Background: an optimization exercise with open tools, aiming at small area. Do not read the settings as production practice. Function was checked by simulation only, so behaviour that the tests miss may differ from the original. No driver is modelled on the clock port, so clocking that relies on it looks cheaper here than on a real chip.

==> inputs of exp/pepper <==
==> flow/design.v <==
package isa_pkg;
    localparam int WORD_W   = 16;
    localparam int REG_AW   = 4;
    localparam int MEM_AW   = 8;
    localparam int IMM_W    = 8;
    localparam int NUM_REGS = 16;
    localparam int OPC_LSB = 12;
    localparam int RD_LSB  = 8;
    localparam int RP_LSB  = 4;
    localparam int RQ_LSB  = 0;
    typedef logic [WORD_W-1:0] word_t;      
    typedef logic [REG_AW-1:0] reg_addr_t;
    typedef logic [MEM_AW-1:0] mem_addr_t;  
    typedef logic [IMM_W-1:0]  imm_t;
    typedef enum logic [3:0] {
        ADD = 4'd0,  SUB = 4'd1,  AND = 4'd2,  OR  = 4'd3,
        XOR = 4'd4,  NOT = 4'd5,  SLA = 4'd6,  SRA = 4'd7,
        LI  = 4'd8,  LW  = 4'd9,  SW  = 4'd10, BIZ = 4'd11,
        BNZ = 4'd12, JAL = 4'd13, JMP = 4'd14, JR  = 4'd15
    } opcode_e;
    typedef enum logic [2:0] {
        ALU_ADD = 3'd0,
        ALU_SUB = 3'd1,
        ALU_AND = 3'd2,
        ALU_OR  = 3'd3,
        ALU_XOR = 3'd4,
        ALU_NOT = 3'd5,
        ALU_SLA = 3'd6,
        ALU_SRA = 3'd7
    } alu_op_e;
endpackage
package ctrl_pkg;
    typedef enum logic [1:0] {
        S_FETCH   = 2'd0,
        S_DECODE  = 2'd1,
        S_EXECUTE = 2'd2
    } state_e;
    typedef enum logic [1:0] {
        PC_HOLD = 2'd0,
        PC_INC  = 2'd1,
        PC_REL  = 2'd2,  
        PC_ABS  = 2'd3   
    } pc_op_e;
    typedef enum logic [1:0] {
        WB_ALU  = 2'd0,
        WB_MEM  = 2'd1,
        WB_IMM  = 2'd2,
        WB_LINK = 2'd3
    } wb_sel_e;
endpackage
module alu
(
    input  logic [3:0] op_i,
    input  logic       pd_i,      
    input  logic       b_i,       
    input  logic       a_next_i,  
    input  logic       pc_bit_i,  
    input  logic       inc_bit_i, 
    input  logic       c_i,       
    input  logic       first_i,   
    input  logic       imm_bit_i,
    input  logic       mem_bit_i,
    input  logic       last_i,    
    input  logic       high_i,    
    output logic       y_o,
    output logic       sum_o,
    output logic       cout_o
);
    logic a;
    logic b;
    logic cin;
    logic chain;
    assign a = op_i[3] ? pc_bit_i : pd_i;
    always_comb begin
        if (op_i[3]) begin
            b = imm_bit_i;
        end else begin
            case (op_i[2:0])
                3'd1:    b = ~b_i;    
                3'd5:    b = 1'b1;    
                3'd6:    b = pd_i;    
                default: b = b_i;
            endcase
        end
    end
    assign chain = op_i[3] | ~(op_i[2] ^ op_i[1]);
    assign cin   = (chain & ~first_i) ? c_i : (~op_i[3] & ~op_i[2] & op_i[0]);
    assign sum_o  = a ^ b ^ cin;
    assign cout_o = (a & b) | (a & cin) | (b & cin);
    always_comb begin
        if (op_i[3]) begin
            if (op_i[2])      y_o = inc_bit_i & ~high_i;
            else if (op_i[0]) y_o = mem_bit_i;
            else              y_o = imm_bit_i;
        end else if (op_i[2:1] == 2'b01) begin
            y_o = cout_o;                        
        end else if (op_i[2:0] == 3'b111) begin
            y_o = a_next_i & ~last_i;            
        end else begin
            y_o = sum_o;                         
        end
    end
endmodule
module reg_file
(
    input  logic        clk,
    input  logic [15:0] we_i,     
    input  logic        wbit_i,
    input  logic [3:0]  p_addr_i,
    input  logic [3:0]  q_addr_i,
    output logic        p_bit_o,  
    output logic        q_bit_o   
);
    logic [15:0] tap1;
    logic [15:0] tap0;
    for (genvar k = 0; k < 16; k++) begin : g_reg
        logic [15:0] bits_q;
        always_ff @(posedge clk) begin
            bits_q <= {we_i[k] ? wbit_i : bits_q[0], bits_q[15:1]};
        end
        assign tap1[k] = bits_q[1];
        assign tap0[k] = bits_q[0];
    end
    assign p_bit_o = tap1[p_addr_i];
    assign q_bit_o = tap0[q_addr_i];
endmodule
module program_counter
(
    input  logic        clk,
    input  logic [3:0]  ph_i,
    input  logic        clr_i,
    input  logic [3:0]  op_i,
    input  logic [7:0]  imm_i,
    input  logic [7:0]  target_i,  
    input  logic        nz_i,      
    input  logic        pd_i,      
    output logic        pc_bit_o,
    output logic        inc_bit_o,
    output logic [7:0]  mem_addr_o
);
    logic [7:0] pc_q;
    logic       ic_q;
    logic       ph15;
    logic       first;
    logic       cin;
    logic       is_jr;
    logic       taken;
    logic       d7;
    logic [7:0] seq;
    logic [7:0] npc;
    assign ph15  = (ph_i == 4'd15);
    assign first = (ph_i == 4'd0);
    assign cin       = first ? ~clr_i : ic_q;
    assign inc_bit_o = pc_q[0] ^ cin;
    assign pc_bit_o  = pc_q[0];
    assign is_jr = ~clr_i && (op_i == isa_pkg::JR);
    assign taken = ~clr_i && ((op_i == isa_pkg::JMP) || (op_i == isa_pkg::JAL) ||
                              (op_i == isa_pkg::BIZ && !nz_i) || (op_i == isa_pkg::BNZ && nz_i));
    assign d7    = ph_i[3] ? pc_q[0] : (is_jr ? pd_i : (inc_bit_o & ~clr_i));
    always_ff @(posedge clk) begin
        if (ph15 && taken) begin
            pc_q <= target_i;
        end else begin
            pc_q <= {d7, pc_q[7:1]};
        end
    end
    always_ff @(posedge clk) begin
        ic_q <= pc_q[0] & cin;
    end
    assign seq        = {pc_q[0], pc_q[7:1]};
    assign npc        = taken ? target_i : seq;
    assign mem_addr_o = ph15 ? npc : imm_i;
endmodule
module core_control
(
    input  logic        clk,
    input  logic        rst,
    input  logic [15:0] mem_rdata_i,
    output logic [3:0]  ph_o,
    output logic        clr_o,
    output logic [15:0] ir_o,
    output logic [3:0]  p_addr_o   
);
    logic [3:0]  ph_q;
    logic        clr_q;
    logic [15:0] ir_q;
    logic        ph15;
    assign ph15 = (ph_q == 4'd15);
    always_ff @(posedge clk or posedge rst) begin
        if (rst) begin
            ph_q  <= 4'd0;
            clr_q <= 1'b1;
        end else begin
            ph_q <= ph_q + 4'd1;
            if (ph15) clr_q <= 1'b0;
        end
    end
    always_ff @(posedge clk) begin
        if (ph15) ir_q <= mem_rdata_i;
    end
    logic [11:0] src;
    logic [3:0]  src_op;
    assign src    = ph15 ? mem_rdata_i[15:4] : ir_q[15:4];
    assign src_op = src[11:8];
    assign p_addr_o = (src_op == isa_pkg::SW || src_op == isa_pkg::BIZ || src_op == isa_pkg::BNZ)
                      ? src[7:4] : src[3:0];
    assign ph_o  = ph_q;
    assign clr_o = clr_q;
    assign ir_o  = ir_q;
endmodule
module datapath
(
    input  logic        clk,
    input  logic [3:0]  ph_i,
    input  logic        clr_i,
    input  logic [15:0] ir_i,
    input  logic        p_bit_i,
    input  logic        q_bit_i,
    input  logic        pc_bit_i,
    input  logic        inc_bit_i,
    input  logic [15:0] mem_rdata_i,
    output logic [15:0] t_o,
    output logic        nz_o,
    output logic        pd_o,
    output logic [15:0] we_o,
    output logic        wbit_o,
    output logic [15:0] mem_wdata_o,
    output logic        mem_wr_o
);
    logic [15:0] t_q;      
    logic        pd;       
    logic        z_q;      
    logic        sum;
    logic        br;
    logic        c_q;
    logic        s15_q;
    logic [3:0] op;
    logic [3:0] rd;
    logic [7:0] imm;
    logic       ph15;
    assign op   = ir_i[15:12];
    assign rd   = ir_i[11:8];
    assign imm  = ir_i[7:0];
    assign ph15 = (ph_i == 4'd15);
    assign br = op[3] && (op[2:0] != 3'b010) && (op[2:0] != 3'b111);
    assign pd = t_q[15];
    always_ff @(posedge clk) begin
        t_q   <= {(br && !ph_i[3]) ? sum : p_bit_i, t_q[15:1]};
        z_q   <= (z_q & ~ph15) | p_bit_i;
        s15_q <= mem_rdata_i[15];
    end
    logic imm_bit;
    logic mem_bit;
    logic cout;
    logic y;
    logic wen;
    assign imm_bit = ph_i[3] ? imm[7] : imm[ph_i[2:0]];
    assign mem_bit = ph15 ? s15_q : mem_rdata_i[ph_i];
    alu u_alu (
        .op_i      (op),
        .pd_i      (pd),
        .b_i       (q_bit_i),
        .a_next_i  (p_bit_i),
        .pc_bit_i  (pc_bit_i),
        .inc_bit_i (inc_bit_i),
        .c_i       (c_q),
        .first_i   (ph_i == 4'd0),
        .imm_bit_i (imm_bit),
        .mem_bit_i (mem_bit),
        .last_i    (ph15),
        .high_i    (ph_i[3]),
        .y_o       (y),
        .sum_o     (sum),
        .cout_o    (cout)
    );
    always_ff @(posedge clk) begin
        c_q <= cout;
    end
    assign wen    = (op <= isa_pkg::LW) || (op == isa_pkg::JAL);
    assign wbit_o = y & ~clr_i;
    always_comb begin
        for (int k = 0; k < 16; k++) begin
            we_o[k] = clr_i || (wen && rd == 4'(k));
        end
    end
    assign t_o         = t_q;
    assign nz_o        = z_q;
    assign pd_o        = pd;
    assign mem_wdata_o = {p_bit_i, t_q[15:1]};
    assign mem_wr_o    = (ph_i == 4'd14) && (op == isa_pkg::SW) && ~clr_i;
endmodule
module risc16_top
(
    input  logic        clk,
    input  logic        rst,
    input  logic [15:0] mem_rdata_i,
    output logic [7:0]  mem_addr_o,
    output logic [15:0] mem_wdata_o,
    output logic        mem_wr_o
);
    logic [3:0]  ph;
    logic        clr;
    logic [15:0] ir;
    logic [3:0]  p_addr;
    logic        p_bit;
    logic        q_bit;
    logic        pc_bit;
    logic        inc_bit;
    logic        nz;
    logic        pd;
    logic [15:0] t;
    logic [15:0] we;
    logic        wbit;
    core_control u_core_control (
        .clk         (clk),
        .rst         (rst),
        .mem_rdata_i (mem_rdata_i),
        .ph_o        (ph),
        .clr_o       (clr),
        .ir_o        (ir),
        .p_addr_o    (p_addr)
    );
    reg_file u_reg_file (
        .clk      (clk),
        .we_i     (we),
        .wbit_i   (wbit),
        .p_addr_i (p_addr),
        .q_addr_i (ir[3:0]),
        .p_bit_o  (p_bit),
        .q_bit_o  (q_bit)
    );
    datapath u_datapath (
        .clk         (clk),
        .ph_i        (ph),
        .clr_i       (clr),
        .ir_i        (ir),
        .p_bit_i     (p_bit),
        .q_bit_i     (q_bit),
        .pc_bit_i    (pc_bit),
        .inc_bit_i   (inc_bit),
        .mem_rdata_i (mem_rdata_i),
        .t_o         (t),
        .nz_o        (nz),
        .pd_o        (pd),
        .we_o        (we),
        .wbit_o      (wbit),
        .mem_wdata_o (mem_wdata_o),
        .mem_wr_o    (mem_wr_o)
    );
    program_counter u_program_counter (
        .clk        (clk),
        .ph_i       (ph),
        .clr_i      (clr),
        .op_i       (ir[15:12]),
        .imm_i      (ir[7:0]),
        .target_i   (t[8:1]),
        .nz_i       (nz),
        .pd_i       (pd),
        .pc_bit_o   (pc_bit),
        .inc_bit_o  (inc_bit),
        .mem_addr_o (mem_addr_o)
    );
endmodule
==> flow/flow/run.sh <==
#!/bin/bash
# Standard ORFS layout with three changes: ports are buffered with the smallest
# buffer, clock tree synthesis uses larger sink clusters without dummy loads,
# and after CTS logic cells with spare slack are downsized.
set -euo pipefail
bash standard.sh \
  "BUFFER_PORTS_ARGS=-buffer_cell sky130_fd_sc_hd__buf_1" \
  "CTS_ARGS=-sink_clustering_enable -repair_clock_nets -dont_use_dummy_load -sink_clustering_size 28 -sink_clustering_max_diameter 150 -root_buf sky130_fd_sc_hd__clkbuf_8 -tree_buf sky130_fd_sc_hd__clkbuf_8" \
  "POST_CTS_TCL=$PWD/flow/post_cts.tcl" \
  finish > orfs_make.log 2>&1
==> flow/flow/downsize.tcl <==
# Try each logic cell at the smallest drive strength of its family that keeps
# setup slack above a margin and adds no max-slew or max-capacitance violation.
proc my_area { m } { return [expr {[$m getWidth] * [$m getHeight]}] }
proc my_downsize { margin } {
  set db [ord::get_db]
  array set fam {}
  set dont_use {}
  if {[info exists ::env(DONT_USE_CELLS)]} { set dont_use $::env(DONT_USE_CELLS) }
  foreach lib [$db getLibs] {
    foreach m [$lib getMasters] {
      set n [$m getName]
      if {[lsearch -exact $dont_use $n] >= 0} continue
      if {[regexp {^(sky130_fd_sc_hd__[a-z0-9]+)_([0-9]+)$} $n -> base drv]} {
        lappend fam($base) [list $n [my_area $m]]
      }
    }
  }
  estimate_parasitics -placement
  set slew0 [sta::max_slew_violation_count]
  set cap0 [sta::max_capacitance_violation_count]
  set n_changed 0
  set saved 0
  foreach inst [[ord::get_db_block] getInsts] {
    set m [$inst getMaster]
    set n [$m getName]
    if {![regexp {^(sky130_fd_sc_hd__[a-z0-9]+)_([0-9]+)$} $n -> base drv]} continue
    if {[regexp {clkbuf|clkinv|clkdly|df|dl|tap|fill|decap|conb|probe} $base]} continue
    if {![info exists fam($base)]} continue
    set a0 [my_area $m]
    set cands [lsort -real -index 1 $fam($base)]
    foreach c $cands {
      lassign $c cn ca
      if {$ca >= $a0} break
      replace_cell [$inst getName] $cn
      estimate_parasitics -placement
      set ws [sta::time_sta_ui [sta::worst_slack_cmd max]]
      set wh [sta::time_sta_ui [sta::worst_slack_cmd min]]
      if {$ws >= $margin && $wh >= 0 && [sta::max_slew_violation_count] <= $slew0 && [sta::max_capacitance_violation_count] <= $cap0} {
        incr n_changed
        set saved [expr {$saved + $a0 - $ca}]
        break
      }
      replace_cell [$inst getName] $n
    }
  }
  estimate_parasitics -placement
  puts "my_downsize: $n_changed cells downsized, [expr {$saved / 1e6}] um2 saved"
}
==> flow/flow/post_cts.tcl <==
# After CTS: downsize logic cells that have timing slack to spare, then
# legalize the placement again.
source [file join [file dirname [info script]] downsize.tcl]
my_downsize 0.3
detailed_placement
check_placement -verbose
==> flow/standard.sh <==
#!/bin/bash
# synth_recipe.tcl (not shown) runs the flow's synth.tcl, then flattens the netlist and writes it again
# the make line also repeats each setting of config.mk as NAME=value (left out here)
make -C /OpenROAD-flow-scripts/flow DESIGN_CONFIG=/design/flow/config.mk WORK_HOME=/design/flow/orfs CLKGATE_MAP_FILE= SYNTH_SCRIPT=/design/flow/synth_recipe.tcl "${@:-finish}"
==> flow/config.mk <==
export PLATFORM = sky130hd
export DESIGN_NAME = risc16_top
export DESIGN_NICKNAME = risc16_top
export VERILOG_FILES = /design/flow/design.v
export SDC_FILE = /design/flow/constraint.sdc
export NUM_CORES = 4
export LEC_CHECK = 0
export CAP_MARGIN = 20
export CORE_MARGIN = 2
export CORE_UTILIZATION = 65
export SLEW_MARGIN = 20
export SYNTH_HIERARCHICAL = 1
export SYNTH_MINIMUM_KEEP_SIZE = 0
==> flow/constraint.sdc <==
create_clock -name core_clock -period 8.0 [get_ports {clk}]
set_input_delay 1.6000 -clock core_clock [delete_from_list [all_inputs] [get_ports {clk}]]
set_output_delay 1.6000 -clock core_clock [all_outputs]
set_load 0.01 [all_outputs]
==> inputs of exp/indigo, as changes to exp/pepper <==
==> flow/design.v, changed modules only <==
module alu
(
    input  logic [3:0] op_i,
    input  logic       pd_i,      
    input  logic       b_i,       
    input  logic       a_next_i,  
    input  logic       pc_bit_i,  
    input  logic       inc_bit_i, 
    input  logic       c_i,       
    input  logic       first_i,   
    input  logic       imm_bit_i,
    input  logic       mem_bit_i,
    input  logic       last_i,    
    input  logic       high_i,    
    output logic       y_o,
    output logic       sum_o,
    output logic       cout_o
);
    logic br;
    logic arith;
    logic a;
    logic b;
    logic cin;
    assign br    = (op_i == isa_pkg::BIZ) || (op_i == isa_pkg::BNZ) ||
                   (op_i == isa_pkg::JAL) || (op_i == isa_pkg::JMP);
    assign arith = (op_i == isa_pkg::ADD) || (op_i == isa_pkg::SUB) ||
                   (op_i == isa_pkg::SLA) || br;
    assign a     = br ? pc_bit_i : pd_i;
    always_comb begin
        if (br) begin
            b = imm_bit_i;
        end else begin
            case (op_i)
                isa_pkg::SUB: b = ~b_i;
                isa_pkg::SLA: b = pd_i;
                isa_pkg::NOT: b = 1'b1;
                default:      b = b_i;
            endcase
        end
    end
    always_comb begin
        if (arith && !first_i) begin
            cin = c_i;
        end else begin
            cin = (op_i == isa_pkg::SUB) || (op_i == isa_pkg::OR);
        end
    end
    assign sum_o  = a ^ b ^ cin;
    assign cout_o = (a & b) | (a & cin) | (b & cin);
    always_comb begin
        case (op_i)
            isa_pkg::AND, isa_pkg::OR: y_o = cout_o;
            isa_pkg::SRA: y_o = last_i ? 1'b0 : a_next_i;
            isa_pkg::LI:  y_o = imm_bit_i;
            isa_pkg::LW:  y_o = mem_bit_i;
            isa_pkg::JAL: y_o = high_i ? 1'b0 : inc_bit_i;
            default:      y_o = sum_o;  
        endcase
    end
endmodule
module program_counter
(
    input  logic        clk,
    input  logic        rst,
    input  logic [3:0]  ph_i,
    input  logic        clr_i,
    input  logic [3:0]  op_i,
    input  logic [7:0]  imm_i,
    input  logic [7:0]  target_i,  
    input  logic        nz_i,      
    input  logic        pd_i,      
    output logic        pc_bit_o,
    output logic        inc_bit_o,
    output logic [7:0]  mem_addr_o
);
    logic [7:0] pc_q;
    logic       ic_q;
    logic       ph15;
    logic       first;
    logic       cin;
    logic       is_jr;
    logic       taken;
    logic       d7;
    logic [7:0] seq;
    logic [7:0] npc;
    assign ph15  = (ph_i == 4'd15);
    assign first = (ph_i == 4'd0);
    assign cin       = first ? ~clr_i : ic_q;
    assign inc_bit_o = pc_q[0] ^ cin;
    assign pc_bit_o  = pc_q[0];
    assign is_jr = ~clr_i && (op_i == isa_pkg::JR);
    assign taken = ~clr_i && ((op_i == isa_pkg::JMP) || (op_i == isa_pkg::JAL) ||
                              (op_i == isa_pkg::BIZ && !nz_i) || (op_i == isa_pkg::BNZ && nz_i));
    assign d7    = ph_i[3] ? pc_q[0] : (is_jr ? pd_i : inc_bit_o);
    always_ff @(posedge clk or posedge rst) begin
        if (rst) begin
            pc_q <= 8'h00;
        end else if (ph15 && taken) begin
            pc_q <= target_i;
        end else begin
            pc_q <= {d7, pc_q[7:1]};
        end
    end
    always_ff @(posedge clk) begin
        ic_q <= pc_q[0] & cin;
    end
    assign seq        = {pc_q[0], pc_q[7:1]};
    assign npc        = taken ? target_i : seq;
    assign mem_addr_o = ph15 ? npc : imm_i;
endmodule
module datapath
(
    input  logic        clk,
    input  logic [3:0]  ph_i,
    input  logic        clr_i,
    input  logic [15:0] ir_i,
    input  logic        p_bit_i,
    input  logic        q_bit_i,
    input  logic        pc_bit_i,
    input  logic        inc_bit_i,
    input  logic [15:0] mem_rdata_i,
    output logic [15:0] t_o,
    output logic        nz_o,
    output logic        pd_o,
    output logic [15:0] we_o,
    output logic        wbit_o,
    output logic [15:0] mem_wdata_o,
    output logic        mem_wr_o
);
    logic [15:0] t_q;      
    logic        pd;       
    logic        z_q;      
    logic        sum;
    logic        br;
    logic        c_q;
    logic        s15_q;
    logic [3:0] op;
    logic [3:0] rd;
    logic [7:0] imm;
    logic       ph15;
    assign op   = ir_i[15:12];
    assign rd   = ir_i[11:8];
    assign imm  = ir_i[7:0];
    assign ph15 = (ph_i == 4'd15);
    assign br = (op == isa_pkg::BIZ) || (op == isa_pkg::BNZ) ||
                (op == isa_pkg::JAL) || (op == isa_pkg::JMP);
    assign pd = t_q[15];
    always_ff @(posedge clk) begin
        t_q   <= {(br && !ph_i[3]) ? sum : p_bit_i, t_q[15:1]};
        z_q   <= (z_q & ~ph15) | p_bit_i;
        s15_q <= mem_rdata_i[15];
    end
    logic imm_bit;
    logic mem_bit;
    logic cout;
    logic y;
    logic wen;
    assign imm_bit = ph_i[3] ? imm[7] : imm[ph_i[2:0]];
    assign mem_bit = ph15 ? s15_q : mem_rdata_i[ph_i];
    alu u_alu (
        .op_i      (op),
        .pd_i      (pd),
        .b_i       (q_bit_i),
        .a_next_i  (p_bit_i),
        .pc_bit_i  (pc_bit_i),
        .inc_bit_i (inc_bit_i),
        .c_i       (c_q),
        .first_i   (ph_i == 4'd0),
        .imm_bit_i (imm_bit),
        .mem_bit_i (mem_bit),
        .last_i    (ph15),
        .high_i    (ph_i[3]),
        .y_o       (y),
        .sum_o     (sum),
        .cout_o    (cout)
    );
    always_ff @(posedge clk) begin
        c_q <= cout;
    end
    assign wen    = (op <= isa_pkg::LW) || (op == isa_pkg::JAL);
    assign wbit_o = y & ~clr_i;
    always_comb begin
        for (int k = 0; k < 16; k++) begin
            we_o[k] = clr_i || (wen && rd == 4'(k));
        end
    end
    assign t_o         = t_q;
    assign nz_o        = z_q;
    assign pd_o        = pd;
    assign mem_wdata_o = {p_bit_i, t_q[15:1]};
    assign mem_wr_o    = (ph_i == 4'd14) && (op == isa_pkg::SW) && ~clr_i;
endmodule
module risc16_top
(
    input  logic        clk,
    input  logic        rst,
    input  logic [15:0] mem_rdata_i,
    output logic [7:0]  mem_addr_o,
    output logic [15:0] mem_wdata_o,
    output logic        mem_wr_o
);
    logic [3:0]  ph;
    logic        clr;
    logic [15:0] ir;
    logic [3:0]  p_addr;
    logic        p_bit;
    logic        q_bit;
    logic        pc_bit;
    logic        inc_bit;
    logic        nz;
    logic        pd;
    logic [15:0] t;
    logic [15:0] we;
    logic        wbit;
    core_control u_core_control (
        .clk         (clk),
        .rst         (rst),
        .mem_rdata_i (mem_rdata_i),
        .ph_o        (ph),
        .clr_o       (clr),
        .ir_o        (ir),
        .p_addr_o    (p_addr)
    );
    reg_file u_reg_file (
        .clk      (clk),
        .we_i     (we),
        .wbit_i   (wbit),
        .p_addr_i (p_addr),
        .q_addr_i (ir[3:0]),
        .p_bit_o  (p_bit),
        .q_bit_o  (q_bit)
    );
    datapath u_datapath (
        .clk         (clk),
        .ph_i        (ph),
        .clr_i       (clr),
        .ir_i        (ir),
        .p_bit_i     (p_bit),
        .q_bit_i     (q_bit),
        .pc_bit_i    (pc_bit),
        .inc_bit_i   (inc_bit),
        .mem_rdata_i (mem_rdata_i),
        .t_o         (t),
        .nz_o        (nz),
        .pd_o        (pd),
        .we_o        (we),
        .wbit_o      (wbit),
        .mem_wdata_o (mem_wdata_o),
        .mem_wr_o    (mem_wr_o)
    );
    program_counter u_program_counter (
        .clk        (clk),
        .rst        (rst),
        .ph_i       (ph),
        .clr_i      (clr),
        .op_i       (ir[15:12]),
        .imm_i      (ir[7:0]),
        .target_i   (t[8:1]),
        .nz_i       (nz),
        .pd_i       (pd),
        .pc_bit_o   (pc_bit),
        .inc_bit_o  (inc_bit),
        .mem_addr_o (mem_addr_o)
    );
endmodule
--- a/flow/config.mk
+++ b/flow/config.mk
@@ -11,3 +11 @@
 export SLEW_MARGIN = 20
-export SYNTH_HIERARCHICAL = 1
-export SYNTH_MINIMUM_KEEP_SIZE = 0
==> summary of the runs <==
Cell area: exp/indigo is higher than exp/pepper (about 0.8%).
In exp/indigo the first-iteration DRC count is higher than in exp/pepper, by about 40%.
Of exp/pepper and exp/indigo, exp/pepper has the higher sequential share of layout area (gap 0.094 points).
Of exp/indigo and exp/pepper, exp/pepper has the higher worst setup slack (gap 0.73 ns).
Between exp/indigo and exp/pepper, the lower die area is in exp/indigo (gap about 0.9%, measured against exp/pepper).
Clock skew: exp/indigo is higher than exp/pepper (0.026 ns).
In critical path depth, exp/indigo and exp/pepper do not differ.

what the ideal ports hide:
In the flow no input, the clock included, has a driving cell. The finished layouts below were timed again as built, in two steps.
Step 1 assumes that a clkbuf_16 drives the clock port and a buf_2 every other input.
Step 2 moves the port delays by t, midway between the first and last clock arrival at a register: inputs arrive t later, outputs are due t later. That takes back most of the time a late clock gives input paths.
Slacks: ideal ports / drivers / drivers and shift; pairs: ideal ports / drivers.
| run | t (ns) | setup WS [ns] | hold slack, ns | clock arrival spread, ns | worst register clock-pin slew, ns |
|---|---|---|---|---|---|
| exp/pepper | 0.538 | 2.276 / 2.238 / 2.473 | 0.310 / 0.310 / 0.310 | 0.036 / 0.036 | 0.10 / 0.10 |
| exp/indigo | 0.540 | 1.548 / 1.511 / 2.051 | 0.290 / 0.290 / 0.290 | 0.064 / 0.064 | 0.11 / 0.11 |
After both steps every run listed still meets setup and hold.
